This design comes from an exercise in tuning for small area, a short achievable clock period and few clock cycles on the open sky130 flow, not from production work. Function was checked by simulation only, so behaviour that the tests miss may differ from the original.

## keyed_count_table_unit
module keyed_count_table_unit #(
  parameter int ROWS      = kct_pkg::ROWS_DEF,
  parameter int SLOTS     = kct_pkg::SLOTS_DEF,
  parameter int KEY_CHARS = kct_pkg::KEY_CHARS_DEF
) (
  input  logic                clk,
  input  logic                rst,
  input  logic                req_valid,
  output logic                req_ready,
  input  logic                req_mode,
  input  logic [kct_pkg::KEY_FW-1:0]   req_key,
  output logic                rsp_valid,
  input  logic                rsp_ready,
  output logic [kct_pkg::STATUS_W-1:0] rsp_status,
  output logic [kct_pkg::ROW_FW-1:0]   rsp_row,
  output logic [kct_pkg::SLOT_FW-1:0]  rsp_slot,
  output logic [kct_pkg::COUNT_W-1:0]  rsp_count
);
Size: ~7100 cells after synthesis, roughly 2800 flip-flops, roughly 95 I/O pins, roughly 0.12 mm^2 of cells after synthesis.
==> flow/config.mk <==
export PLATFORM = sky130hd
export DESIGN_NAME = keyed_count_table_unit
export DESIGN_NICKNAME = keyed_count_table_unit
export VERILOG_FILES = /design/flow/design.v
export SDC_FILE = /design/flow/constraint.sdc
export NUM_CORES = 4
export LEC_CHECK = 0
export CAP_MARGIN = 20
export CORE_MARGIN = 2
export CORE_UTILIZATION = 40
export CTS_CLUSTER_DIAMETER = 60
export CTS_CLUSTER_SIZE = 30
export PLACE_DENSITY = 0.55
export SETUP_SLACK_MARGIN = 2.3
export SLEW_MARGIN = 20
export TNS_END_PERCENT = 100
==> flow/constraint.sdc <==
create_clock -name core_clock -period 5.0 [get_ports {clk}]
set_input_delay 1.0000 -clock core_clock [delete_from_list [all_inputs] [get_ports {clk}]]
set_output_delay 1.0000 -clock core_clock [all_outputs]
set_load 0.01 [all_outputs]
run.sh (not shown) runs the stock make flow with config.mk's settings and CLKGATE_MAP_FILE= SYNTH_SCRIPT=/design/flow/synth_recipe.tcl, a recipe that flattens the netlist after the stock synthesis.
Testbench counts at the start, summed over its fixed seeds: cycles 3,224.
Edit:
- CORE_UTILIZATION: 40 -> 50
- PLACE_DENSITY: 0.55 -> 0.65
- SETUP_SLACK_MARGIN: 2.3 -> 2.4
- TNS_END_PERCENT: 100 -> 10
After rerunning:
- The new run went through all stages and came out clean
- sequential share of layout area rose by 2.3 points
- worst setup slack degrades by 0.075 ns
- clock skew fell by 0.072 ns
- final area falls by a few percent
Edit:
- CORE_UTILIZATION: 50 -> 40
- PLACE_DENSITY: 0.65 -> 0.55
=> Via count fell by 0.84%. Wire length rises by 5.5%. Worst setup slack improved by 0.063 ns. Area after synthesis does not change. Hold slack gains 0.040 ns. Cell area increases by 1.9%.
Edit:
- CTS_CLUSTER_SIZE: 30 -> 36
The changed run passed the timing, design-rule and antenna checks.
Worst setup slack gains 0.067 ns.
Final area is about the same.
Final cell count hardly moves.
Non-clock buffer count went down by 16.
Via count hardly moves.
Die area does not change.
Utilization stays flat.
Sequential share of layout area stays flat.
Routed wire length barely changes.
Sequential cell count stays the same.
Maximum frequency went up by a few percent.

---

raven:
Another version of the RTL of keyed_count_table_unit (not shown whole).
For scale: roughly 95 I/O pins.
==> flow/config.mk <==
export PLATFORM = sky130hd
export DESIGN_NAME = keyed_count_table_unit
export DESIGN_NICKNAME = keyed_count_table_unit
export VERILOG_FILES = /design/flow/design.v
export SDC_FILE = /design/flow/constraint.sdc
export NUM_CORES = 4
export LEC_CHECK = 0
export CAP_MARGIN = 20
export CORE_MARGIN = 2
export CORE_UTILIZATION = 40
export CTS_CLUSTER_DIAMETER = 60
export CTS_CLUSTER_SIZE = 30
export PLACE_DENSITY = 0.55
export SETUP_SLACK_MARGIN = 2.4
export SLEW_MARGIN = 20
export TNS_END_PERCENT = 10
==> flow/constraint.sdc <==
create_clock -name core_clock -period 5.0 [get_ports {clk}]
set_input_delay 1.0000 -clock core_clock [delete_from_list [all_inputs] [get_ports {clk}]]
set_output_delay 1.0000 -clock core_clock [all_outputs]
set_load 0.01 [all_outputs]
Testbench counts of raven, summed over its fixed seeds: cycles 3,224.
## Diff of input files: quartz against raven
--- a/flow/config.mk
+++ b/flow/config.mk
@@ -8,8 +8,8 @@
 export CAP_MARGIN = 20
 export CORE_MARGIN = 2
-export CORE_UTILIZATION = 40
+export CORE_UTILIZATION = 50
 export CTS_CLUSTER_DIAMETER = 60
 export CTS_CLUSTER_SIZE = 30
-export PLACE_DENSITY = 0.55
+export PLACE_DENSITY = 0.65
 export SETUP_SLACK_MARGIN = 2.4
 export SLEW_MARGIN = 20
==> comparison <==
Status | quartz and raven | clean
| design area | quartz vs raven | 2.8% lower |
On area growth from synthesis to layout: between quartz and raven, it ends up higher for raven.
Flip-flop and latch count after synthesis: quartz vs raven — no meaningful difference
Setup WNS raven -> quartz: worse
The estimated wirelength of the detail-placed design in raven is 1.09 times that in quartz.

==> what the ideal ports hide <==
The results above use ideal ports. As a check the final layouts listed here were re-extracted and re-timed, cells and wires unchanged. Step 1 sets driving cells, clkbuf_16 on the clock port and buf_2 on the other inputs (assumed; they add their load-dependent delay and slew). Step 2 moves the port delays by t, midway between the first and last clock arrival at a register: inputs arrive t later, outputs are due t later. That takes back most of the time a late clock gives input paths. Three values: ideal, step 1, step 2; two values: the first two.
run	t (ns)	setup WS [ns]	latest minus earliest clock arrival (ns)	worst data-port slew with drivers (ns)
the first run of note 1	0.961	2.053 / 1.945 / 0.984	0.154 / 0.154	0.37
the second run of note 1	0.978	1.978 / 2.055 / 1.077	0.084 / 0.084	0.07
the third run of note 1	1.000	2.042 / 2.077 / 1.093	0.113 / 0.113	0.18
the fourth run of note 1	0.994	2.108 / 2.080 / 1.166	0.122 / 0.122	0.19
raven	0.978	2.146 / 1.975 / 0.998	0.139 / 0.139	0.33
quartz	0.961	2.023 / 2.057 / 1.096	0.078 / 0.077	0.12
After both steps every run listed still meets setup and hold. For raven, which loses most, drivers alone change the setup slack by -0.171 ns; drivers and shift together by -1.148 ns.
